Background: an optimization exercise with open tools, aiming at small area. Do not read the settings as production practice. In this exercise RTL edits were held to simulation tests only and were not proved equivalent to the original. No run shown here takes its clock network from TritonCTS; it comes from the design's own scripts or RTL. No driver is modelled on the clock port, so clock power and skew are understated where the tree is cut down; a real chip needs a root buffer or a tree. Power is estimated from default activity; no workload was simulated.

==> flow/design.v <==
package rhythmPkg;
	localparam int LANE_COUNT = 3;
	localparam int POS_W = 10;                       
	localparam int PHASE_W = 6;                      
	localparam int CHART_LEN = 24;
	localparam int ROWS_W = 5;                       
	localparam int SCAN_W = 16;
endpackage
`timescale 1ns/1ps
import rhythmPkg::*;
module noteChart (
	input  logic DIV_CLK,
	input  logic reset,
	input  logic stepEnable,
	output logic [rhythmPkg::PHASE_W-1:0] phaseDown,     
	output logic [rhythmPkg::ROWS_W-1:0] rowCount         
);
	always_ff @(posedge DIV_CLK or posedge reset)
	begin
		if (reset)
		begin
			phaseDown <= '0;
			rowCount <= '0;
		end
		else if (stepEnable)
		begin
			phaseDown <= phaseDown - 1'b1;
			if (phaseDown == '0)
				rowCount <= (rowCount == '1) ? ROWS_W'(32 - CHART_LEN) : rowCount + 1'b1;
		end
	end
endmodule
module acceptedRow (
	input  logic [rhythmPkg::ROWS_W-1:0] idx,
	output logic [rhythmPkg::LANE_COUNT-1:0] notes
);
	always_comb
	begin
		case (idx)
			5'd0, 5'd24:  notes = 3'b001;
			5'd1, 5'd25:  notes = 3'b010;
			5'd2, 5'd26:  notes = 3'b100;
			5'd3, 5'd27:  notes = 3'b011;
			5'd4, 5'd28:  notes = 3'b000;
			5'd5, 5'd29:  notes = 3'b111;
			5'd6, 5'd30:  notes = 3'b101;
			5'd7, 5'd31:  notes = 3'b001;
			5'd8:  notes = 3'b110;
			5'd9:  notes = 3'b001;
			5'd10: notes = 3'b000;   
			5'd11: notes = 3'b001;
			5'd12: notes = 3'b010;
			5'd13: notes = 3'b100;
			5'd14: notes = 3'b000;
			5'd15: notes = 3'b111;
			5'd16: notes = 3'b011;
			5'd17: notes = 3'b110;
			5'd18: notes = 3'b101;
			5'd19: notes = 3'b000;
			5'd20: notes = 3'b010;
			5'd21: notes = 3'b001;
			5'd22: notes = 3'b100;
			default: notes = 3'b111;
		endcase
	end
endmodule
module rowsBack (
	input  logic [rhythmPkg::ROWS_W-1:0] rowCount,
	input  logic [3:0] g,
	output logic [rhythmPkg::LANE_COUNT-1:0] notes
);
	logic [ROWS_W:0] diff;
	logic [LANE_COUNT-1:0] row;
	assign diff = {1'b0, rowCount} - {2'b0, g};
	acceptedRow rom (.idx(diff[ROWS_W-1:0]), .notes(row));
	assign notes = diff[ROWS_W] ? '0 : row;
endmodule
`timescale 1ns/1ps
import rhythmPkg::*;
module laneTracker (
	input  logic [rhythmPkg::PHASE_W-1:0] phaseDown,
	input  logic [rhythmPkg::ROWS_W-1:0] rowCount,
	input  logic stepEnable,
	input  logic [rhythmPkg::LANE_COUNT-1:0] buttons,
	output logic [rhythmPkg::LANE_COUNT-1:0] laneHit
);
	logic late;                                  
	logic early;                                 
	logic [LANE_COUNT-1:0] notes;
	assign late = phaseDown >= 6'd41;
	assign early = phaseDown <= 6'd17;
	rowsBack back (.rowCount, .g(late ? 4'd8 : 4'd7), .notes);
	assign laneHit = (stepEnable && (late || early)) ? (buttons & notes) : '0;
endmodule
`timescale 1ns/1ps
import rhythmPkg::*;
module gameControl (
	input  logic DIV_CLK,
	input  logic reset,
	input  logic start,
	input  logic pause,
	input  logic frameTick,
	input  logic [rhythmPkg::LANE_COUNT-1:0] laneHit,
	output logic stepEnable,
	output logic [15:0] score
);
	logic playState;                             
	assign stepEnable = frameTick && playState && !pause;
	always_ff @(posedge DIV_CLK or posedge reset)
	begin
		if (reset)
		begin
			playState <= 1'b0;
			score <= '0;
		end
		else
		begin
			if (frameTick && start)
				playState <= 1'b1;
			score <= score + (laneHit[0] + laneHit[1] + laneHit[2]);
		end
	end
endmodule
`timescale 1ns/1ps
import rhythmPkg::*;
module laneRenderer (
	input  logic DIV_CLK,
	input  logic reset,
	input  logic [rhythmPkg::POS_W-1:0] pixelX,
	input  logic [rhythmPkg::POS_W-1:0] pixelY,
	input  logic displayArea,
	input  logic [rhythmPkg::LANE_COUNT-1:0] laneButtons,
	input  logic [rhythmPkg::PHASE_W-1:0] phaseDown,
	input  logic [rhythmPkg::ROWS_W-1:0] rowCount,
	output logic vgaRed,
	output logic vgaGreen,
	output logic vgaBlue
);
	logic [LANE_COUNT-1:0] inCols;
	logic [LANE_COUNT-1:0] noteHit;
	logic bar;
	logic [POS_W:0] u;                           
	logic [7:0] uLow;                            
	logic [4:0] g;                               
	logic near;
	logic [LANE_COUNT-1:0] notes;
	assign inCols[0] = pixelX <= 10'd199;
	assign inCols[1] = pixelX >= 10'd220 && pixelX <= 10'd419;
	assign inCols[2] = pixelX >= 10'd440 && pixelX <= 10'd639;
	assign uLow = {2'b0, pixelY[5:0]} + {2'b0, phaseDown} + 8'd21;
	assign u = {uLow[7:6] + {1'b0, pixelY[9:6]}, uLow[5:0]};
	assign g = u[POS_W:6];
	assign near = u[5:0] <= 6'd40 && g != 5'd0
		&& (g[4:3] == 2'd0 || (g == 5'd8 && phaseDown >= 6'd20));
	rowsBack back (.rowCount, .g(g[3:0]), .notes);
	assign noteHit = (near ? notes : '0) & inCols;
	assign bar = |(inCols & laneButtons) && pixelY >= 10'd410 && pixelY <= 10'd450;
	always_ff @(posedge DIV_CLK or posedge reset)
	begin
		if (reset)
		begin
			vgaRed <= 1'b0;
			vgaGreen <= 1'b0;
			vgaBlue <= 1'b0;
		end
		else
		begin
			vgaRed <= displayArea && (noteHit[0] || bar);
			vgaGreen <= displayArea && (noteHit[1] || bar);
			vgaBlue <= displayArea && (noteHit[2] || bar);
		end
	end
endmodule
`timescale 1ns/1ps
import rhythmPkg::*;
module scoreDisplay (
	input  logic DIV_CLK,
	input  logic reset,
	input  logic [15:0] score,
	output logic [3:0] anodes,
	output logic [6:0] segments
);
	logic [SCAN_W-3:0] scanLow;
	logic [1:0] digitSel;
	logic lowZero;                               
	logic [3:0] digit;
	assign lowZero = scanLow[SCAN_W-4:0] == '0;
	always_ff @(posedge DIV_CLK or posedge reset)
	begin
		if (reset)
		begin
			scanLow <= '0;
			digitSel <= '0;
		end
		else
		begin
			scanLow <= {scanLow[SCAN_W-4:0],
				scanLow[13] ^ scanLow[11] ^ scanLow[1] ^ scanLow[0] ^ lowZero};
			if (lowZero && scanLow[13])
				digitSel <= digitSel + 1'b1;
		end
	end
	assign anodes = ~(4'b0001 << digitSel);      
	assign digit = score[digitSel*4 +: 4];
	always_comb
	begin
		case (digit)
			4'h0: segments = 7'b0000001;
			4'h1: segments = 7'b1001111;
			4'h2: segments = 7'b0010010;
			4'h3: segments = 7'b0000110;
			4'h4: segments = 7'b1001100;
			4'h5: segments = 7'b0100100;
			4'h6: segments = 7'b0100000;
			4'h7: segments = 7'b0001111;
			4'h8: segments = 7'b0000000;
			4'h9: segments = 7'b0000100;
			4'hA: segments = 7'b0001000;
			4'hB: segments = 7'b1100000;   
			4'hC: segments = 7'b0110001;
			4'hD: segments = 7'b1000001;   
			4'hE: segments = 7'b0110000;
			default: segments = 7'b0111000;   
		endcase
	end
endmodule
`timescale 1ns/1ps
import rhythmPkg::*;
module rhythmGameTop (
	input  logic DIV_CLK,
	input  logic reset,
	input  logic start,
	input  logic pause,
	input  logic frameTick,
	input  logic [rhythmPkg::LANE_COUNT-1:0] laneButtons,
	input  logic [rhythmPkg::POS_W-1:0] pixelX,
	input  logic [rhythmPkg::POS_W-1:0] pixelY,
	input  logic displayArea,
	output logic vgaRed,
	output logic vgaGreen,
	output logic vgaBlue,
	output logic [3:0] anodes,
	output logic [6:0] segments
);
	logic stepEnable;
	logic [LANE_COUNT-1:0] laneHit;
	logic [15:0] score;
	logic [PHASE_W-1:0] phaseDown;
	logic [ROWS_W-1:0] rowCount;
	gameControl gameControl_i (.DIV_CLK, .reset, .start, .pause, .frameTick, .laneHit,
		.stepEnable, .score);
	noteChart noteChart_i (.DIV_CLK, .reset, .stepEnable, .phaseDown, .rowCount);
	laneTracker laneTracker_i (.phaseDown, .rowCount, .stepEnable,
		.buttons(laneButtons), .laneHit);
	laneRenderer laneRenderer_i (.DIV_CLK, .reset, .pixelX, .pixelY, .displayArea,
		.laneButtons, .phaseDown, .rowCount, .vgaRed, .vgaGreen, .vgaBlue);
	scoreDisplay scoreDisplay_i (.DIV_CLK, .reset, .score, .anodes, .segments);
endmodule
==> flow/flow/run.sh <==
#!/bin/bash
# The standard layout (standard.sh) with three changes: an area-oriented
# synthesis (synth.tcl: ABC with deepsyn, adders left to ABC), the smallest
# buffer on the ports, and a few clock buffers in place of the clock tree
# (cts_hook.tcl). Its output goes to standard_flow.log; ORFS's own logs are
# under orfs/logs.
set -euo pipefail
W=$(pwd)
F=$W/flow
export OWN_ABC_SCRIPT=$F/abc_area.script
export BUFFER_PORTS_ARGS="-buffer_cell sky130_fd_sc_hd__buf_1"
export PRE_CTS_TCL=$F/cts_hook.tcl
export OWN_CLK_BUFS=${OWN_CLK_BUFS:-3}
export OWN_CLK_BUF=${OWN_CLK_BUF:-sky130_fd_sc_hd__clkbuf_8}
bash standard.sh SYNTH_SCRIPT=$F/synth.tcl finish > $W/standard_flow.log 2>&1
==> flow/flow/abc_area.script <==
strash
&get -n
&fraig -x
&put
scorr
dc2
strash
&get -n
&deepsyn -T 60
&put
strash
&get -n
&dch -f
&nf -a -R 1000
&put
==> flow/flow/cts_hook.tcl <==
# Sourced by ORFS's cts.tcl just before it runs clock_tree_synthesis (PRE_CTS_TCL).
# The design has few registers, all close together, so instead of a tree a
# few clock buffers (OWN_CLK_BUFS of cell OWN_CLK_BUF), each at the middle of
# its share of the registers, drive them straight from the clock port. The
# shares are equal in size, made by cutting the registers' spread in two along
# its longer side, again and again.
rename clock_tree_synthesis orfs_clock_tree_synthesis

# sinks: {iterm x y} lists; returns k groups of them
proc split_sinks { sinks k } {
  if { $k <= 1 } { return [list $sinks] }
  set xs [lmap s $sinks { lindex $s 1 }]
  set ys [lmap s $sinks { lindex $s 2 }]
  set dx [expr { [tcl::mathfunc::max {*}$xs] - [tcl::mathfunc::min {*}$xs] }]
  set dy [expr { [tcl::mathfunc::max {*}$ys] - [tcl::mathfunc::min {*}$ys] }]
  set axis [expr { $dx >= $dy ? 1 : 2 }]
  set sorted [lsort -real -index $axis $sinks]
  set k1 [expr { $k / 2 }]
  set n1 [expr { int(round([llength $sorted] * double($k1) / $k)) }]
  return [concat [split_sinks [lrange $sorted 0 [expr { $n1 - 1 }]] $k1] \
    [split_sinks [lrange $sorted $n1 end] [expr { $k - $k1 }]]]
}
proc clock_tree_synthesis { args } {
  set block [ord::get_db_block]
  set dbu [$block getDbUnitsPerMicron]
  set port [get_full_name [lindex [get_property [lindex [all_clocks] 0] sources] 0]]
  set net [[$block findBTerm $port] getNet]
  set k $::env(OWN_CLK_BUFS)
  set sinks {}
  foreach it [$net getITerms] {
    set bb [[$it getInst] getBBox]
    lappend sinks [list $it [expr { ([$bb xMin] + [$bb xMax]) / 2.0 / $dbu }] \
      [expr { ([$bb yMin] + [$bb yMax]) / 2.0 / $dbu }]]
  }
  set groups [split_sinks $sinks $k]
  set centres {}
  foreach g $groups {
    set sx 0
    set sy 0
    foreach s $g {
      set sx [expr { $sx + [lindex $s 1] }]
      set sy [expr { $sy + [lindex $s 2] }]
    }
    set m [expr { max(1, [llength $g]) }]
    lappend centres [list [expr { $sx / $m }] [expr { $sy / $m }]]
  }
  for { set c 0 } { $c < $k } { incr c } {
    set g [lindex $groups $c]
    if { [llength $g] == 0 } { continue }
    set pins {}
    foreach s $g {
      set it [lindex $s 0]
      lappend pins [get_pins "[[$it getInst] getName]/[[$it getMTerm] getName]"]
    }
    set x [lindex $centres $c 0]
    set y [lindex $centres $c 1]
    puts "clock buffer $c: $::env(OWN_CLK_BUF) for [llength $g] registers at ($x, $y)"
    set buf [insert_buffer -buffer_cell $::env(OWN_CLK_BUF) -net [get_nets [$net getName]] \
      -load_pins $pins -location [list $x $y] -buffer_name clkbuf_own_$c -net_name clknet_own_$c]
    foreach it [[$block findInst [get_full_name $buf]] getITerms] {
      if { [$it isOutputSignal] } { [$it getNet] setSigType CLOCK }
    }
  }
  set_propagated_clock [all_clocks]
}
==> flow/flow/synth.tcl <==
# synth_recipe.tcl with two changes to ORFS's synth.tcl: ABC maps with
# abc_area.script (beside this file), and the adders are left to ABC instead of
# being mapped to half/full adder cells first. Registers are untouched.
proc synth {args} { yosys synth -nofsm -noshare {*}$args }
set f [open $::env(SCRIPTS_DIR)/synth.tcl]
set txt [read $f]
close $f
set old {log_cmd abc {*}$abc_args}
if { [string first $old $txt] < 0 } { error "abc call not found in synth.tcl" }
set txt [string map [list $old {log_cmd abc -script $::env(OWN_ABC_SCRIPT) {*}[lrange $abc_args 2 end]}] $txt]
set ::env(ADDER_MAP_FILE) ""
eval $txt
# left out here: clear keep_hierarchy, flatten, clean up, hide names made inside functions, write 1_2_yosys.v
==> flow/standard.sh <==
#!/bin/bash
# synth_recipe.tcl (not shown) runs the flow's synth.tcl, then flattens the netlist and writes it again
# the make line also repeats each setting of config.mk as NAME=value (left out here)
make -C /OpenROAD-flow-scripts/flow DESIGN_CONFIG=/design/flow/config.mk WORK_HOME=/design/flow/orfs CLKGATE_MAP_FILE= SYNTH_SCRIPT=/design/flow/synth_recipe.tcl "${@:-finish}"
==> flow/config.mk <==
export PLATFORM = sky130hd
export DESIGN_NAME = rhythmGameTop
export DESIGN_NICKNAME = rhythmGameTop
export VERILOG_FILES = /design/flow/design.v
export SDC_FILE = /design/flow/constraint.sdc
export NUM_CORES = 4
export LEC_CHECK = 0
export CAP_MARGIN = 20
export CORE_MARGIN = 2
export CORE_UTILIZATION = 40
export SLEW_MARGIN = 20
==> flow/constraint.sdc <==
create_clock -name core_clock -period 7.0 [get_ports {DIV_CLK}]
set_input_delay 1.4000 -clock core_clock [delete_from_list [all_inputs] [get_ports {DIV_CLK}]]
set_output_delay 1.4000 -clock core_clock [all_outputs]
set_load 0.01 [all_outputs]
==> reports/summary.txt, run 1 <==
status: no timing/DRC/antenna violations
vias in the first global route: 2170
post-CTS sizing: 0
nets@finish: 393
Leak: 1.20 nW
arrival time at the worst endpoint: 4.96 ns
postcts setup bufs: 0
Post-synth EDFFs: 0
port bufs: 40
asr flop ratio synth: 100%
RSZ-0062 raised after global routing: false
Fin Setup TNS: 0 ns
Max-Cap Viols: 0
worst reg2reg path startpoint: noteChart_i.phaseDown[5]$_DFFE_PP0P_
post-synthesis average cell area: 8.61 sq um
via-per-instance ratio: 5.45
Setup-failing EPs final: 0
Final Max Slew Viols: 0
FMAX: 203 MHz
initial antenna violation count: 0
mean routed wirelength per cell: 12.7 um
layout cells sized above 1: 1.10%
GPL Wtd Cong: 0.798
Reg2Reg Setup Slack: 2.27 ns
CP Launch Type: input pin
Worst Max-Slew Pin Slew: 0.792 ns
post-route antenna net violation count: 0
R2R depth: 21
clock latency on the worst-skew pair: 0.15 ns
first-pass GRT wire length: 9720 um
VDD IR max: 0.000129 V
area share of the largest cell type after synthesis: 42.8%
Initial Util: 40.9%
Total GRT Usage: 15.0%
Crit path required time: 7.04 ns
leading cell types by total area after synthesis: dfrtp_1 43%, xnor2_1 7.3%, nand2_1 5.7%
Setup Skew: 0.00474 ns
Hold Path End: scoreDisplay_i.scanLow[10]$_DFF_PP0_
# IOs: 43
Layout area overhead: 10.7%
chip height: 86.8 um
Critical Path Fanout Max: 5
YS warnings: 5
cell taking the most area after synthesis: dfrtp_1
Hold Startpoint: scoreDisplay_i.scanLow[9]$_DFF_PP0_
register area share after synthesis: 42.8%
DP HPWL: 4380 um
vias: 2407
Finished Core Util: 45.2%
Hold Path Cell Cnt: 0
clock transition at the registers of the reported paths: 0.09 ns
Placement Cell Area: 0.00300 sq mm
relative slew slack: 47.2%
pwr/cell area: 324 mW/mm^2
die width: 86.8 um
reg-to-reg endpoint: gameControl_i.score[15]$_DFF_PP0_
crit end category: register
Final Instance Area: 0.00304 sq mm
cell area after synthesis: 0.00275 sq mm
Crit Path Class: in2reg
global route overflow: 0
commonest cells in the synthesized netlist: 47 x dfrtp_1, 42 x nand2_1, 36 x nor2_1, 23 x xnor2_1, 21 x o21ai_0
Tcrit/Tclk final: 70.3%
drt first-iter violations: 130
die area: 0.00754 sq mm
minimum clock period after layout: 4.92 ns
# diodes: 0
synth unique cells: 44
drt total wl: 5620 um
core area: 0.00672 sq mm
WHS: 0.379 ns
# rows: 30
final hold violation count: 0
cell count after synthesis: 319
HP Class: reg2reg
largest net degree at the start of global routing: 48
Synth Register Bits: 47
first drt pass iteration count: 4
syn_nets: 348
Most used DFF post-synth: dfrtp_1
number of remaining DRC errors: 0
most frequent cell after synthesis: dfrtp_1
Hold-fix buffers, CTS: 0
-- final cells by class, without the clock buffers --
class | count | area (sq um)
fillers | 645 | 3680
multi-input cells | 255 | 1510
flip-flops and latches | 47 | 1180
repair buffers | 40 | 150
well taps | 80 | 100
inverters | 17 | 65.1
-- state kept, by name, indices dropped and copies added (netlist names) --
register and cells:
gameControl_i.playState 1, scoreDisplay_i.scanLow 14, laneRenderer_i.vgaGreen 1, noteChart_i.phaseDown 6
noteChart_i.rowCount 5, laneRenderer_i.vgaRed 1, gameControl_i.score 16, scoreDisplay_i.digitSel 2
laneRenderer_i.vgaBlue 1
-- worst max path at each step --
stage                                                    to  startpoint
final                     gameControl_i.score[15]$_DFF_PP0_       pause
after global routing      gameControl_i.score[15]$_DFF_PP0_       pause
after CTS                 gameControl_i.score[15]$_DFF_PP0_       pause
after detailed placement  gameControl_i.score[15]$_DFF_PP0_       pause
after global placement    gameControl_i.score[15]$_DFF_PP0_       pause
after floorplan           gameControl_i.score[15]$_DFF_PP0_       pause
-- critical path, cell delays in order --
cell and delay, ns:
buf_1 0.06, nand3b_1 0.25, o41ai_1 0.39, a31oi_1 0.29, a31oi_1 0.31, nand2b_1 0.18, nor2_1 0.07, nor3_1 0.20
a31oi_1 0.10, nor2b_1 0.25, nand3_1 0.16, nor2_1 0.21, nand3_1 0.14, nor2_1 0.23, nand3_1 0.15, nor2_1 0.28
nand4_1 0.16, xnor2_1 0.15
-- report_power, final --
group | internal, W | switching (W)
clock | 0.0000396 | 0.0000638
combinational | 0.000200 | 0.000292
sequential | 0.000314 | 0.0000750
total | 0.000554 | 0.000431
-- through the flow --
step	total power [W]	setup WS [ns]	cells
CTS	0.000993	2.07	442
global placement	0.000879	1.94	439
finish	0.000985	2.08	442
global route	0.00109	1.59	442
detailed placement	0.000886	1.92	439
floorplan	0.000767	2.55	319
-- logic make-up after synthesis --
| family | Yosys count | synth area share, % |
|---|---|---|
| flops | 47 | 42.8 |
| fa+ha+maj | 2 | 0.729 |
| xor+xnor | 33 | 10.5 |
| simple gates | 135 | 23.0 |
| compound gates | 85 | 20.6 |
| buf+inv | 17 | 2.32 |
-- per-layer routing --
layer / track usage, % / share of wire, % / wire (um) / vias up
li1: - / - / - / 1251
met3: 0.857 / 3.3 / 185 / 7
met2: 23.6 / 43 / 2430 / 46
met5: 0 / 0 / 0 / -
met1: 23.2 / 52 / 2940 / 1103
met4: 2.27 / 1.1 / 63 / 0
-- cells in the final DEF, fill, tap and decap left out, drive strengths merged, types with 8 or more instances in the layout --
cell / instances
a31oi: 10
o22ai: 8
clkinv: 17
dfrtp: 47
nand3: 14
nor3: 10
xnor2: 23
nor2: 36
a21oi: 11
o21ai: 21
nand2: 42
buf: 40
xor2: 10
==> run 2, diff against run 1 <==
--- a/flow/design.v
+++ b/flow/design.v
@@ -4,4 +4,5 @@
 	localparam int PHASE_W = 6;                      
 	localparam int CHART_LEN = 24;
+	localparam int PHASE_AT_RESET = 44;              
 	localparam int ROWS_W = 5;                       
 	localparam int SCAN_W = 16;
@@ -20,5 +21,5 @@
 		if (reset)
 		begin
-			phaseDown <= '0;
+			phaseDown <= PHASE_AT_RESET;
 			rowCount <= '0;
 		end
@@ -67,10 +68,10 @@
 module rowsBack (
 	input  logic [rhythmPkg::ROWS_W-1:0] rowCount,
-	input  logic [3:0] g,
+	input  logic [2:0] g,
 	output logic [rhythmPkg::LANE_COUNT-1:0] notes
 );
 	logic [ROWS_W:0] diff;
 	logic [LANE_COUNT-1:0] row;
-	assign diff = {1'b0, rowCount} - {2'b0, g};
+	assign diff = {1'b0, rowCount} - {3'b0, g};
 	acceptedRow rom (.idx(diff[ROWS_W-1:0]), .notes(row));
 	assign notes = diff[ROWS_W] ? '0 : row;
@@ -85,11 +86,9 @@
 	output logic [rhythmPkg::LANE_COUNT-1:0] laneHit
 );
-	logic late;                                  
-	logic early;                                 
+	logic inWindow;
 	logic [LANE_COUNT-1:0] notes;
-	assign late = phaseDown >= 6'd41;
-	assign early = phaseDown <= 6'd17;
-	rowsBack back (.rowCount, .g(late ? 4'd8 : 4'd7), .notes);
-	assign laneHit = (stepEnable && (late || early)) ? (buttons & notes) : '0;
+	assign inWindow = phaseDown >= 6'd21 && phaseDown <= 6'd61;
+	rowsBack back (.rowCount, .g(3'd7), .notes);
+	assign laneHit = (stepEnable && inWindow) ? (buttons & notes) : '0;
 endmodule
 `timescale 1ns/1ps
@@ -141,6 +140,5 @@
 	logic bar;
 	logic [POS_W:0] u;                           
-	logic [7:0] uLow;                            
-	logic [4:0] g;                               
+	logic [4:0] h;                               
 	logic near;
 	logic [LANE_COUNT-1:0] notes;
@@ -148,10 +146,8 @@
 	assign inCols[1] = pixelX >= 10'd220 && pixelX <= 10'd419;
 	assign inCols[2] = pixelX >= 10'd440 && pixelX <= 10'd639;
-	assign uLow = {2'b0, pixelY[5:0]} + {2'b0, phaseDown} + 8'd21;
-	assign u = {uLow[7:6] + {1'b0, pixelY[9:6]}, uLow[5:0]};
-	assign g = u[POS_W:6];
-	assign near = u[5:0] <= 6'd40 && g != 5'd0
-		&& (g[4:3] == 2'd0 || (g == 5'd8 && phaseDown >= 6'd20));
-	rowsBack back (.rowCount, .g(g[3:0]), .notes);
+	assign u = {1'b0, pixelY} + {5'b0, phaseDown};
+	assign h = u[POS_W:6];
+	assign near = u[5:0] >= 6'd23 && h <= 5'd7 && (h != 5'd0 || phaseDown <= 6'd43);
+	rowsBack back (.rowCount, .g(h[2:0]), .notes);
 	assign noteHit = (near ? notes : '0) & inCols;
 	assign bar = |(inCols & laneButtons) && pixelY >= 10'd410 && pixelY <= 10'd450;
==> reports/summary.txt, run 2 <==
layout cells sized above 1: 2.11% (+1.0 points)
vias: 2207 (-8.3%)
most common cell after layout, fill and taps aside: dfrtp_1
global route overflow: 0 (unchanged)
Multi-input gate area: 0.00142 sq mm (-5.8%)
largest net degree at the start of global routing: 48 (unchanged)
# IOs: 43 (unchanged)
Hold-fix buffers, CTS: 0 (unchanged)
post-route antenna net violation count: 0 (unchanged)
Layout area overhead: 10.9%
most frequent cell after synthesis: dfrtp_1
post-CTS sizing: 0 (unchanged)
# rows: 29 (-3.3%)
Critical Path, Cell by Cell: buf_1, nand3b_1, a2111oi_0, o211ai_1, o21bai_1, or2_0, nor2_1, and2_0, and3_1, nand3_1, nor2_1, and2_0, and3_1, nand3_1, xnor2_1
status: no timing/DRC/antenna violations
Total GRT Usage: 14.2% (-0.78 points)
minimum clock period after layout: 4.76 ns (-0.165 ns)
Seq. cell area: 0.00118 sq mm (+0.32%)
DP HPWL: 3910 um (-11%)
pwr/cell area: 258 mW/mm^2 (-20%)
drt first-iter violations: 78 (-40%)
Tcrit/Tclk final: 67.9% (-2.4 points)
syn_nets: 317 (-8.9%)
RSZ-0062 raised after global routing: false
WHS: 0.374 ns (-0.00457 ns)
first drt pass iteration count: 4 (unchanged)
crit end category: register
cell taking the most area after synthesis: dfrtp_1
post-synthesis average cell area: 9.15 sq um (+6.3%)
mean routed wirelength per cell: 12.5 um (-1.7%)
synth unique cells: 47 (+6.8%)
die area: 0.00725 sq mm (-3.8%)
non-filler instance count after layout: 408 (-7.7%)
# diodes: 0 (unchanged)
leading cell types by total area after synthesis: dfrtp_1 42%, xnor2_1 7.0%, xor2_1 5.0%
via-per-instance ratio: 5.41 (-0.67%)
Crit Path Class: in2reg
clock latency on the worst-skew pair: 0.15 ns (about the same)
final hold violation count: 0 (unchanged)
die width: 85.2 um (-1.9%)
Reg with most FFs: gameControl_i.score
postcts setup bufs: 0 (unchanged)
Fillers: 601 (-6.8%)
area share of the largest cell type after synthesis: 41.8% (-1.1 points)
Initial Util: 41.5% (+0.64 points)
Most used DFF post-synth: dfrtp_1
slowest cell delay on critical path: 0.74 ns (+0.35 ns)
VDD IR max: 0.000140 V (+8.5%)
Final Max Slew Viols: 0 (unchanged)
cell count after synthesis: 288 (-9.7%)
Crit path required time: 7.05 ns (about the same)
core area: 0.00635 sq mm (-5.5%)
commonest cells after routing, fill and taps aside: 44 x dfrtp_1, 40 x buf_1, 32 x nor2_1, 28 x nand2_1, 21 x xnor2_1
Synth Register Bits: 47 (unchanged)
initial antenna violation count: 0 (unchanged)
asr flop ratio synth: 100% (unchanged)
commonest cells in the synthesized netlist: 44 x dfrtp_1, 32 x nor2_1, 28 x nand2_1, 21 x xnor2_1, 15 x xor2_1
vias in the first global route: 2011 (-7.3%)
arrival time at the worst endpoint: 4.80 ns (-0.16 ns)
first-pass GRT wire length: 8990 um (-7.5%)
HP Class: reg2reg
CP max stage cell: a2111oi_0
Max-Cap Viols: 0 (unchanged)
cell area after synthesis: 0.00264 sq mm (-4.0%)
Leak: 1.20 nW (+0.31%)
top flop regs: gameControl_i.score (16), scoreDisplay_i.scanLow (14), noteChart_i.phaseDown (6)
Critical Path Fanout Max: 4 (-1)
FMAX: 210 MHz (+3.5%)
GPL Wtd Cong: 0.835 (+4.6%)
drt total wl: 5100 um (-9.3%)
YS warnings: 5 (unchanged)
Worst Max-Slew Pin Slew: 0.934 ns (+0.143 ns)
Hold Path Cell Cnt: 0 (unchanged)
chip height: 85.2 um (-1.9%)
register area share after synthesis: 44.8% (+1.9 points)
max reg flops: 16 (unchanged)
CP Launch Type: input pin
clock transition at the registers of the reported paths: 0.09 ns (about the same)
Setup Skew: 0.00395 ns (-0.000787 ns)
Setup-failing EPs final: 0 (unchanged)
port bufs: 40 (unchanged)
R2R depth: 18 (-14%)
Post-synth EDFFs: 0 (unchanged)
relative slew slack: 37.6% (-9.5 points)
nets@finish: 362 (-7.9%)
number of remaining DRC errors: 0 (unchanged)
Fin Setup TNS: 0 ns (unchanged)
placed insts: 405 (-7.7%)
## run 2: kinds of logic after synthesis
group	Yosys count	share of synthesized area (%)
AND/OR/NAND/NOR	123	23.2
AO/OA/AOI/OAI	70	17.9
flip-flops	47	44.8
XOR/XNOR	36	12.0
buffers and inverters	10	1.42
multiplexers	1	0.380
adder cells (fa/ha/maj)	1	0.380
## run 2: worst paths after layout
check,startpoint,end,slack [ns]
setup reg to reg,noteChart_i.rowCount[4]$_DFFE_PP0P_,gameControl_i.score[15]$_DFF_PP0_,2.84
hold / removal,scoreDisplay_i.scanLow[5]$_DFF_PP0_,scoreDisplay_i.scanLow[6]$_DFF_PP0_,0.37
setup / recovery,pause,gameControl_i.score[15]$_DFF_PP0_,2.24
min in group asynchronous,reset,scoreDisplay_i.digitSel[1]$_DFFE_PP0P_,1.43
max in group asynchronous,reset,gameControl_i.score[4]$_DFF_PP0_,5.00
hold reg to reg,scoreDisplay_i.scanLow[5]$_DFF_PP0_,scoreDisplay_i.scanLow[6]$_DFF_PP0_,0.37
## run 2: metrics by stage
stage	cell area (sq um)	total power [W]	utilization [%]	worst slack, ns
after floorplan	2640	0.000581	-	2.73
after global placement	2880	0.000646	45.4	2.11
after detailed placement	2880	0.000654	45.4	2.01
after CTS	2920	0.000761	46.0	2.19
after global routing	2920	0.000817	46.0	1.73
final	2920	0.000753	46.0	2.24
## run 2: layer usage
metal	up-vias	global-route usage [%]	wire, um
li1	1129	-	-
met1	1039	21.2	2540
met4	0	1.01	49
met2	36	24.1	2340
met5	-	0	0
met3	3	0.778	170
## run 2: worst max-delay path: cells and delay by family
family / cells / cell delay (ns)
AOI/OAI and AO/OA: 3 / 1.19
xor gates and xnor gates: 1 / 0.13
buffers and inverters: 1 / 0.06
and+or+nand+nor: 10 / 2.01
## run 2: cell type report, without the clock buffers
cell class | count | share of cell area [%]
Tap cell | 77 | 3.30
Inverter | 10 | 1.28
Timing Repair Buffer | 40 | 5.14
Multi-Input combinational cell | 231 | 48.5
Sequential cell | 47 | 40.4
## run 2: where the power goes
part           internal, W  switching [W]
Combinational     0.000127       0.000163
Sequential        0.000306      0.0000531
Clock            0.0000397      0.0000653
==> run 3, diff against run 2 <==
--- a/flow/flow/run.sh
+++ b/flow/flow/run.sh
@@ -1,5 +1,5 @@
 #!/bin/bash
 # The standard layout (standard.sh) with three changes: an area-oriented
-# synthesis (synth.tcl: ABC with deepsyn, adders left to ABC), the smallest
+# synthesis (synth.tcl: the best of several ABC scripts, adders left to ABC), the smallest
 # buffer on the ports, and a few clock buffers in place of the clock tree
 # (cts_hook.tcl). Its output goes to standard_flow.log; ORFS's own logs are
@@ -8,5 +8,6 @@
 W=$(pwd)
 F=$W/flow
-export OWN_ABC_SCRIPT=$F/abc_area.script
+export OWN_FLOW_DIR=$F
+export OWN_ABC_WORK=$W/abc_trials
 export BUFFER_PORTS_ARGS="-buffer_cell sky130_fd_sc_hd__buf_1"
 export PRE_CTS_TCL=$F/cts_hook.tcl
==> flow/flow/abc_0.script (new file) <==
strash
&get -n
&fraig -x
&put
dc2
strash
&get -n
&deepsyn -T 60 -S 0
&put
strash
&get -n
&dch -f
&nf -a -R 1000
&put
mfs3 -ae
mfs3 -ae -r
mfs3 -aez -H 5
==> flow/flow/abc_1.script (new file) <==
strash
&get -n
&fraig -x
&put
dc2
strash
&get -n
&deepsyn -T 60 -S 1
&put
strash
&get -n
&dch -f
&nf -a -R 1000
&put
mfs3 -ae
mfs3 -ae -r
mfs3 -aez -H 5
==> flow/flow/abc_2.script (new file) <==
strash
&get -n
&fraig -x
&put
dc2
strash
&get -n
&deepsyn -T 60 -S 2
&put
strash
&get -n
&dch -f
&nf -a -R 1000
&put
mfs3 -ae
mfs3 -ae -r
mfs3 -aez -H 5
==> flow/flow/abc_3.script (new file) <==
strash
&get -n
&fraig -x
&put
dc2
strash
&get -n
&deepsyn -T 60 -S 3
&put
strash
&get -n
&dch -f
&nf -a -R 1000
&put
mfs3 -ae
mfs3 -ae -r
mfs3 -aez -H 5
==> flow/flow/abc_4.script (new file) <==
strash
&get -n
&fraig -x
&put
dc2
strash
&get -n
&deepsyn -T 60 -S 4
&put
strash
&get -n
&dch -f
&nf -a -R 1000
&put
mfs3 -ae
mfs3 -ae -r
mfs3 -aez -H 5
==> flow/flow/abc_5.script (new file) <==
strash
&get -n
&fraig -x
&put
dc2
strash
&get -n
&deepsyn -T 60 -S 5
&put
strash
&get -n
&dch -f
&nf -a -R 1000
&put
mfs3 -ae
mfs3 -ae -r
mfs3 -aez -H 5
==> flow/flow/abc_6.script (new file) <==
strash
&get -n
&fraig -x
&put
dc2
strash
&get -n
&deepsyn -T 60 -S 6
&put
strash
&get -n
&dch -f
&nf -a -R 1000
&put
mfs3 -ae
mfs3 -ae -r
mfs3 -aez -H 5
==> flow/flow/abc_7.script (new file) <==
strash
&get -n
&fraig -x
&put
dc2
strash
&get -n
&deepsyn -T 60 -S 7
&put
strash
&get -n
&dch -f
&nf -a -R 1000
&put
mfs3 -ae
mfs3 -ae -r
mfs3 -aez -H 5
==> flow/flow/synth.tcl (replaced) <==
# synth_recipe.tcl with two changes to ORFS's synth.tcl: the adders are left
# to ABC instead of being mapped to half/full adder cells first, and the logic
# is mapped by own_abc below. Registers are untouched.
proc synth {args} { yosys synth -nofsm -noshare {*}$args }

proc own_abc { abc_args } {
  set rest [lrange $abc_args 2 end]
  set dir $::env(OWN_ABC_WORK)
  file mkdir $dir
  set read_lib "read_lib -w"
  set constr ""
  foreach { opt val } $rest {
    switch -- $opt {
      -liberty { set lib $val }
      -dont_use { append read_lib " -X $val" }
      -constr { set constr "read_constr -v $val;" }
    }
  }
  append read_lib " $lib"
  design -save own_pre_abc
  set f [open $dir/dump.script w]
  puts $f "write_blif $dir/given.blif\nstrash\n&get -n\n&nf\n&put"
  close $f
  log_cmd abc -script $dir/dump.script {*}$rest
  design -load own_pre_abc

  set abc [file join [file dirname [info nameofexecutable]] yosys-abc]
  if { ![file executable $abc] } { set abc yosys-abc }
  set jobs {}
  foreach s [lsort [glob $::env(OWN_FLOW_DIR)/abc_*.script]] {
    set name [file rootname [file tail $s]]
    set fh [open $s]
    set lines {}
    foreach l [split [read $fh] "\n"] {
      if { [string trim $l] ne "" } { lappend lines [string trim $l] }
    }
    close $fh
    set body [join $lines "; "]
    set cmd "read_blif $dir/given.blif; $read_lib; $constr $body; print_stats;"
    append cmd " cec $dir/given.blif; write_blif $dir/$name.blif"
    set f [open $dir/$name.cmd w]
    puts $f $cmd
    close $f
    lappend jobs $name
  }
  set n [expr { [info exists ::env(NUM_CORES)] ? $::env(NUM_CORES) : 4 }]
  catch { exec bash -c "printf '%s\\n' $jobs | xargs -P $n -I{} bash -c \
    'timeout 600 $abc -f $dir/{}.cmd > $dir/{}.log 2>&1; true'" } msg
  set best ""
  set best_area 1e30
  foreach name $jobs {
    if { [catch { set fh [open $dir/$name.log]; set log [read $fh]; close $fh }] } { continue }
    if { ![file exists $dir/$name.blif] } { continue }
    if { [string first "Networks are equivalent" $log] < 0 } { continue }
    if { ![regexp {area =\s*([0-9.]+)} $log -> area] } { continue }
    puts "own_abc: $name gives $area"
    if { $area < $best_area } {
      set best_area $area
      set best $name
    }
  }
  if { $best eq "" } { error "own_abc: no ABC script succeeded" }
  puts "own_abc: keeping $best ($best_area)"
  set f [open $dir/keep.script w]
  puts $f "read_blif $dir/$best.blif"
  close $f
  log_cmd abc -script $dir/keep.script {*}$rest
}

set f [open $::env(SCRIPTS_DIR)/synth.tcl]
set txt [read $f]
close $f
set old {log_cmd abc {*}$abc_args}
if { [string first $old $txt] < 0 } { error "abc call not found in synth.tcl" }
set txt [string map [list $old {own_abc $abc_args}] $txt]
set ::env(ADDER_MAP_FILE) ""
eval $txt
# left out here: clear keep_hierarchy, flatten, clean up, hide names made inside functions, write 1_2_yosys.v
removed: flow/flow/abc_area.script
==> reports/summary.txt, run 3 <==
Reg2Reg Setup Slack: 3.00 ns (+0.16 ns)
cell count after synthesis: 293 (+1.7%)
chip height: 84.1 um (-1.2%)
synth unique cells: 35 (-26%)
max reg flops: 16 (unchanged)
Crit Path Class: in2reg
GPL Wtd Cong: 0.854 (+2.3%)
post-synthesis average cell area: 8.76 sq um (-4.2%)
uppermost layer routed: met4
via-per-instance ratio: 5.31 (-1.9%)
Post-synth EDFFs: 0 (unchanged)
pre-CTS setup slack: 2.33 ns (+0.325 ns)
WL met2: 2210 um (-5.6%)
commonest cells after routing, fill and taps aside: 44 x dfrtp_1, 40 x buf_1, 38 x nor2_1, 36 x nand2_1
Fin Setup TNS: 0 ns (unchanged)
most frequent cell after synthesis: dfrtp_1
die area: 0.00708 sq mm (-2.5%)
mean routed wirelength per cell: 11.7 um (-6.5%)
pwr/cell area: 269 mW/mm^2 (+4.3%)
global route overflow: 0 (unchanged)
leading cell types by total area after synthesis: dfrtp_1 43%, xnor2_1 6.1%, nor2_1 5.6%
HP Class: reg2reg
layout cells sized above 1: 2.37% (+0.26 points)
Hold-fix buffers, CTS: 0 (unchanged)
relative slew slack: 34.1% (-3.5 points)
clock transition at the registers of the reported paths: 0.09 ns (about the same)
VDD IR max: 0.000132 V (-5.4%)
syn_nets: 322 (+1.6%)
number of remaining DRC errors: 0 (unchanged)
vias: 2197 (-0.45%)
area share of the largest cell type after synthesis: 42.9% (+1.1 points)
first drt pass iteration count: 4 (unchanged)
Final Max Slew Viols: 0 (unchanged)
minimum clock period after layout: 4.61 ns (-0.149 ns)
Setup-failing EPs final: 0 (unchanged)
asr flop ratio synth: 100% (unchanged)
Layout area overhead: 12.0%
port bufs: 40 (unchanged)
Most used DFF post-synth: dfrtp_1
post-route antenna net violation count: 0 (unchanged)
core area: 0.00628 sq mm (-1.1%)
drt total wl: 4840 um (-5.1%)
status: no timing/DRC/antenna violations
post-CTS sizing: 0 (unchanged)
Setup Skew: 0.00192 ns (-0.00203 ns)
final hold violation count: 0 (unchanged)
initial antenna violation count: 0 (unchanged)
Crit path required time: 7.04 ns (about the same)
Reg with most FFs: gameControl_i.score
commonest cells in the synthesized netlist: 44 x dfrtp_1, 38 x nor2_1, 36 x nand2_1, 18 x a21oi_1, 18 x xnor2_1
RSZ-0062 raised after global routing: false
cell taking the most area after synthesis: dfrtp_1
DP HPWL: 3820 um (-2.2%)
largest net degree at the start of global routing: 48 (unchanged)
crit end category: register
DR WL met3: 178 um (+4.7%)
YS warnings: 5 (unchanged)
Critical Path Fanout Max: 4 (unchanged)
register area share after synthesis: 46.0% (+1.2 points)
first-pass GRT wire length: 8600 um (-4.3%)
Tcrit/Tclk final: 65.8% (-2.1 points)
# diodes: 0 (unchanged)
nets@finish: 368 (+1.7%)
vias in the first global route: 1941 (-3.5%)
# IOs: 43 (unchanged)
Leak: 1.20 nW (-0.64%)
Tot Pwr: 0.000773 W (+2.6%)
# rows: 29 (unchanged)
postcts setup bufs: 0 (unchanged)
drt first-iter violations: 108 (+38%)
FMAX: 217 MHz (+3.2%)
top flop regs: gameControl_i.score (16), scoreDisplay_i.scanLow (14), noteChart_i.phaseDown (6)
setup ws final: 2.39 ns (+0.149 ns)
Synth Register Bits: 47 (unchanged)
CP Launch Type: input pin
most common cell after layout, fill and taps aside: dfrtp_1
Met1 Wirelength: 2410 um (-5.1%)
arrival time at the worst endpoint: 4.65 ns (-0.15 ns)
cell area after synthesis: 0.00257 sq mm (-2.6%)
Total GRT Usage: 13.7% (-0.53 points)
clock latency on the worst-skew pair: 0.15 ns (about the same)
Worst Max-Slew Pin Slew: 0.963 ns (+0.0286 ns)
Max-Cap Viols: 0 (unchanged)
Initial Util: 40.9% (-0.60 points)
die width: 84.1 um (-1.2%)
run 3: changes by cell type in the layout (fill, tap and decap cells not counted), sizes merged, moves of 5 or more:
cell	delta
nor2	+6
nand2b	-8
o21ai	+6
nor3	-5
nand3	+9
nand2	+8
run 3: worst paths after layout:
| path | start | endpoint | cells after the start |
|---|---|---|---|
| hold / removal | scoreDisplay_i.scanLow[5]$_DFF_PP0_ | scoreDisplay_i.scanLow[6]$_DFF_PP0_ | 0 |
| min in group asynchronous | reset | gameControl_i.playState$_DFFE_PP0P_ | 2 |
| setup reg to reg | noteChart_i.rowCount[2]$_DFFE_PP0P_ | gameControl_i.score[15]$_DFF_PP0_ | 20 |
| max in group asynchronous | reset | noteChart_i.phaseDown[5]$_DFFE_PP1P_ | 3 |
| setup / recovery | pause | gameControl_i.score[15]$_DFF_PP0_ | 14 |
| hold reg to reg | scoreDisplay_i.scanLow[5]$_DFF_PP0_ | scoreDisplay_i.scanLow[6]$_DFF_PP0_ | 0 |
run 3: critical path, stage by stage:
cell and delay, ns:
buf_1 0.06, nand3b_1 0.22, a2111oi_0 0.79, nand3_1 0.20
nor2_1 0.22, and3_1 0.22, and2_0 0.25, and3_1 0.27
nand3_1 0.14, nor2b_1 0.23, nand3_1 0.15, nor2b_1 0.24
nand3_1 0.12, xnor2_1 0.13
run 3: layout make-up, without the clock buffers:
class,count,area (sq um)
Inverter,12,45.0
Tap cell,77,96.3
Fill cell,615,3400
Sequential cell,47,1180
Timing Repair Buffer,41,170
Multi-Input combinational cell,234,1340
run 3: through the flow:
stage / hold slack (ns) / cell area (sq um) / std cells / util, %
6_report: 0.384 / 2880 / 414 / 45.8
2_1_floorplan: 0.354 / 2570 / 293 / -
5_1_grt: 0.402 / 2880 / 414 / 45.8
3_5_place_dp: 0.361 / 2810 / 410 / 44.8
4_1_cts: 0.386 / 2860 / 413 / 45.5
3_3_place_gp: 0.361 / 2810 / 410 / 44.8
run 3: where the power goes:
group | total, W | switching [W] | internal [W]
registers | 0.000364 | 0.0000559 | 0.000308
logic | 0.000307 | 0.000178 | 0.000128
clock network | 0.000102 | 0.0000624 | 0.0000396
run 3: cell families after synthesis:
kind of cell,count (synthesis),synth area share (%)
AND/OR/NAND/NOR,127,22.7
AO/OA/AOI/OAI,73,17.9
buffers and inverters,12,1.75
XOR/XNOR,32,10.9
flip-flops,47,46.0
adder cells (fa/ha/maj),2,0.780
run 3: metal layers:
metal	vias to the layer above	GRT usage, %
met4	0	0.880
met2	37	23.1
met1	1017	20.6
li1	1138	-
met3	5	0.692
met5	-	0
==> run 4, diff against run 3 <==
==> flow/flow/abc_00.script (new file) <==
strash
&get -n
&fraig -x
&put
dc2
strash
&get -n
&deepsyn -T 60 -S 0
&put
strash
&get -n
&dch -f
&nf -a -R 1000
&put
mfs3 -ae
mfs3 -ae -r
mfs3 -aez -H 5
==> flow/flow/abc_01.script (new file) <==
strash
&get -n
&fraig -x
&put
dc2
strash
&get -n
&deepsyn -T 60 -S 1
&put
strash
&get -n
&dch -f
&nf -a -R 1000
&put
mfs3 -ae
mfs3 -ae -r
mfs3 -aez -H 5
==> flow/flow/abc_02.script (new file) <==
strash
&get -n
&fraig -x
&put
dc2
strash
&get -n
&deepsyn -T 60 -S 2
&put
strash
&get -n
&dch -f
&nf -a -R 1000
&put
mfs3 -ae
mfs3 -ae -r
mfs3 -aez -H 5
==> flow/flow/abc_07.script (new file) <==
strash
&get -n
&fraig -x
&put
dc2
strash
&get -n
&deepsyn -T 60 -S 7
&put
strash
&get -n
&dch -f
&nf -a -R 1000
&put
mfs3 -ae
mfs3 -ae -r
mfs3 -aez -H 5
==> flow/flow/abc_08.script (new file) <==
strash
&get -n
&fraig -x
&put
dc2
strash
&get -n
&deepsyn -T 60 -S 7
&put
strash
&get -n
&dch -f
&nf -a -R 1000
&put
mfs3 -ae
mfs3 -ae -r
mfs3 -aez -H 5
strash
&get -n
&dch -f
&nf -a -R 1000
&put
mfs3 -ae
mfs3 -ae -r
mfs3 -aez -H 5
==> flow/flow/abc_09.script (new file) <==
strash
&get -n
&fraig -x
&put
dc2
strash
&get -n
&deepsyn -T 60 -S 0
&put
strash
&get -n
&dch -f
&nf -a -R 1000
&put
mfs3 -ae
mfs3 -ae -r
mfs3 -aez -H 5
strash
&get -n
&dch -f
&nf -a -R 1000
&put
mfs3 -ae
mfs3 -ae -r
mfs3 -aez -H 5
==> flow/flow/abc_10.script (new file) <==
strash
&get -n
&fraig -x
&put
dc2
strash
&get -n
&deepsyn -T 60 -S 1
&put
strash
&get -n
&dch -f
&nf -a -R 1000
&put
mfs3 -ae
mfs3 -ae -r
mfs3 -aez -H 5
strash
&get -n
&dch -f
&nf -a -R 1000
&put
mfs3 -ae
mfs3 -ae -r
mfs3 -aez -H 5
==> flow/flow/abc_11.script (new file) <==
strash
&get -n
&fraig -x
&put
dc2
strash
&get -n
&deepsyn -T 60 -S 2
&put
strash
&get -n
&dch -f
&nf -a -R 1000
&put
mfs3 -ae
mfs3 -ae -r
mfs3 -aez -H 5
strash
&get -n
&dch -f
&nf -a -R 1000
&put
mfs3 -ae
mfs3 -ae -r
mfs3 -aez -H 5
--- a/flow/config.mk
+++ b/flow/config.mk
@@ -6,5 +6,5 @@
 export NUM_CORES = 4
 export LEC_CHECK = 0
-export CAP_MARGIN = 20
+export CAP_MARGIN = 10
 export CORE_MARGIN = 2
 export CORE_UTILIZATION = 40
removed: flow/flow/abc_0.script
removed: flow/flow/abc_1.script
removed: flow/flow/abc_2.script
removed: flow/flow/abc_3.script
removed: flow/flow/abc_4.script
removed: flow/flow/abc_5.script
removed: flow/flow/abc_6.script
removed: flow/flow/abc_7.script
==> reports/summary.txt, run 4 <==
most frequent cell after synthesis: dfrtp_1
Final Instance Area: 0.00284 sq mm (-1.3%)
global route overflow: 0 (unchanged)
first drt pass iteration count: 5 (+1)
non-filler instance count after layout: 413 (-0.24%)
# IOs: 43 (unchanged)
layout cells sized above 1: 2.08% (-0.29 points)
Setup-failing EPs final: 0 (unchanged)
drt first-iter violations: 127 (+18%)
Int Power: 0.000479 W (+0.47%)
cell taking the most area after synthesis: dfrtp_1
post-route antenna net violation count: 0 (unchanged)
Placement Cell Area: 0.00280 sq mm (-0.62%)
R2R depth: 19 (-5.0%)
Total GRT Usage: 14.7% (+1.0 points)
Leak: 1.19 nW (-0.23%)
M2 GR Usage: 25.3% (+2.2 points)
grt met1 use: 21.3% (+0.69 points)
worst reg2reg path startpoint: noteChart_i.rowCount[2]$_DFFE_PP0P_
FMAX: 211 MHz (-2.9%)
Tcrit/Tclk final: 67.8% (+2.0 points)
Final Max Slew Viols: 0 (unchanged)
clock latency on the worst-skew pair: 0.15 ns (about the same)
max reg flops: 16 (unchanged)
HP Class: reg2reg
# diodes: 0 (unchanged)
port bufs: 40 (unchanged)
initial antenna violation count: 0 (unchanged)
Finished Core Util: 45.5% (-0.34 points)
area share of the largest cell type after synthesis: 43.2% (+0.29 points)
clock share of power: 13.2% (about the same)
die area: 0.00703 sq mm (-0.65%)
postcts setup bufs: 0 (unchanged)
P_sw: 0.000308 W (+4.0%)
share of power burned in combinational logic: 39.8% (about the same)
Critical Path Fanout Max: 7 (+3)
GPL Wtd Cong: 0.787 (-7.8%)
DP HPWL: 3810 um (-0.25%)
register area share after synthesis: 46.3% (+0.32 points)
leading cell types by total area after synthesis: dfrtp_1 43%, xnor2_1 5.8%, nand2_1 5.6%
reg-to-reg endpoint: gameControl_i.score[15]$_DFF_PP0_
Layout area overhead: 11.3%
Hold-fix buffers, CTS: 0 (unchanged)
final hold violation count: 0 (unchanged)
Setup Skew: 0.00404 ns (+0.00212 ns)
WHS: 0.386 ns (+0.00194 ns)
crit end category: register
vias: 2257 (+2.7%)
asr flop ratio synth: 100% (unchanged)
YS warnings: 5 (unchanged)
commonest cells in the synthesized netlist: 44 x dfrtp_1, 38 x nand2_1, 38 x nor2_1, 25 x a21oi_1, 21 x o21ai_0
top flop regs: gameControl_i.score (16), scoreDisplay_i.scanLow (14), noteChart_i.phaseDown (6)
post-synthesis average cell area: 8.70 sq um (-0.68%)
chip height: 83.8 um (-0.33%)
Worst Max-Slew Pin Slew: 0.923 ns (-0.0404 ns)
Hold Path Cell Cnt: 0 (unchanged)
first-pass GRT wire length: 9180 um (+6.7%)
vias in the first global route: 2149 (+11%)
cell count after synthesis: 293 (unchanged)
cell area after synthesis: 0.00255 sq mm (-0.68%)
RSZ-0062 raised after global routing: false
minimum clock period after layout: 4.74 ns (+0.139 ns)
clock transition at the registers of the reported paths: 0.09 ns (about the same)
switch share: 39.2% (+0.82 points)
relative slew slack: 38.4% (+4.3 points)
Max-Cap Viols: 0 (unchanged)
core area: 0.00624 sq mm (-0.58%)
Reg with most FFs: gameControl_i.score
drt total wl: 5040 um (+4.3%)
CP Launch Type: input pin
GRT Max-Usage Layer: met2
VDD IR max: 0.000133 V (+0.32%)
nets@finish: 367 (-0.27%)
Reg2Reg Setup Slack: 3.07 ns (+0.07 ns)
commonest cells after routing, fill and taps aside: 44 x dfrtp_1, 40 x buf_1, 38 x nand2_1, 38 x nor2_1, 25 x a21oi_1
Hold Path End: scoreDisplay_i.scanLow[9]$_DFF_PP0_
synth unique cells: 37 (+5.7%)
most common cell after layout, fill and taps aside: dfrtp_1
die width: 83.8 um (-0.33%)
Hold Startpoint: scoreDisplay_i.scanLow[8]$_DFF_PP0_
GRT met3 Usage: 0.791% (+0.099 points)
Crit Path Class: in2reg
number of remaining DRC errors: 0 (unchanged)
Reg power frac: 47.0% (about the same)
post-CTS sizing: 0 (unchanged)
syn_nets: 322 (unchanged)
mean routed wirelength per cell: 12.2 um (+4.5%)
pwr/cell area: 277 mW/mm^2 (+3.2%)
Crit path required time: 7.05 ns (about the same)
Fin Setup TNS: 0 ns (unchanged)
Initial Util: 40.9% (-0.043 points)
Synth Register Bits: 47 (unchanged)
Post-synth EDFFs: 0 (unchanged)
arrival time at the worst endpoint: 4.79 ns (+0.14 ns)
via-per-instance ratio: 5.46 (+3.0%)
status: no timing/DRC/antenna violations
placed insts: 410 (unchanged)
largest net degree at the start of global routing: 48 (unchanged)
# rows: 29 (unchanged)
Most used DFF post-synth: dfrtp_1
run 4: stage by stage:
step                total power (W)  setup WS [ns]
detailed placement         0.000687           2.14
global route               0.000859           1.64
global placement           0.000680           2.18
CTS                        0.000792           2.29
finish                     0.000787           2.26
floorplan                  0.000604           2.68
run 4: cell families (layout without fill, tap and decap cells):
kind of cell / count (synthesis) / count (layout) / share of synthesized area (%)
simple gates: 125 / 125 / 22.6
mux: 1 / 1 / 0.442
xor+xnor: 26 / 26 / 8.93
buf+inv: 11 / 54 / 1.62
compound gates: 83 / 83 / 20.1
flops: 47 / 47 / 46.3
run 4: cell type report, without the clock buffers:
cell class	count	area, sq um
Inverter	11	41.3
Sequential cell	47	1180
Timing Repair Buffer	40	150
Multi-Input combinational cell	235	1330
Fill cell	624	3400
Tap cell	77	96.3
run 4: how the worst max path moves through the flow:
stage	from	endpoint	slack, ns	cells after the start
2_1_floorplan	pixelY[5]	laneRenderer_i.vgaBlue$_DFF_PP0_	2.68	19
3_3_place_gp	pixelY[5]	laneRenderer_i.vgaBlue$_DFF_PP0_	2.18	20
3_5_place_dp	pixelY[5]	laneRenderer_i.vgaBlue$_DFF_PP0_	2.14	20
4_1_cts	pixelY[5]	laneRenderer_i.vgaBlue$_DFF_PP0_	2.29	20
5_1_grt	pixelY[5]	laneRenderer_i.vgaBlue$_DFF_PP0_	1.64	20
6_report	pixelY[5]	laneRenderer_i.vgaBlue$_DFF_PP0_	2.26	20
run 4: critical path, cell delays in order:
cell,delay [ns]
buf_1,0.11
nor2_1,0.14
a21o_1,0.11
a21oi_1,0.06
nor2_1,0.15
nand2_1,0.12
a21oi_1,0.26
nor2_1,0.06
o21ai_0,0.25
xnor2_1,0.13
xnor2_1,0.48
nor2b_1,0.20
a21oi_1,0.07
nand2_1,0.12
o211ai_1,0.15
nor2_1,0.21
or3_1,0.13
a21oi_1,0.05
or3b_1,0.36
a31o_1,0.23
run 4: power groups by stage:
| stage | Sequential [W] | Combinational [W] | Clock, W |
|---|---|---|---|
| 6_report | 0.000370 | 0.000313 | 0.000104 |
| 5_1_grt | 0.000378 | 0.000364 | 0.000117 |
| 4_1_cts | 0.000369 | 0.000314 | 0.000109 |
| 3_5_place_dp | 0.000374 | 0.000314 | 0 |
| 3_3_place_gp | 0.000374 | 0.000306 | 0 |
| 2_1_floorplan | 0.000357 | 0.000247 | 0 |
run 4: metal layers:
metal  share of wire, %  wire length, um
met5                  0                0
met4                1.5               75
met2                 45             2270
met3                4.3              215
met1                 49             2480

what the ideal ports hide:
The flow's constraints put no driver on any port. The routed layouts listed below were extracted and timed again, unchanged, in two steps. Step 1, drivers: a clkbuf_16 drives DIV_CLK and a buf_2 each remaining input, both assumed. Step 2, shift: input delay + t, output delay - t, t = (earliest + latest rising clock arrival at the registers) / 2. This alone moves slack from input paths to output paths. a / b / c = ideal / step 1 / step 2; a / b = the first two.
run	t (ns)	slack for setup (ns)	clock arrival spread, ns
run 1	0.195	2.080 / 2.106 / 1.911	0.005 / 0.005
run 2	0.195	2.245 / 2.269 / 2.074	0.004 / 0.004
run 3	0.192	2.394 / 2.418 / 2.226	0.002 / 0.002
run 4	0.194	2.255 / 2.279 / 2.085	0.004 / 0.004
After both steps setup and hold are still met in every run listed. The setup slack of run 2, which loses most, moves by +0.024 ns with the drivers and by -0.171 ns with both steps.
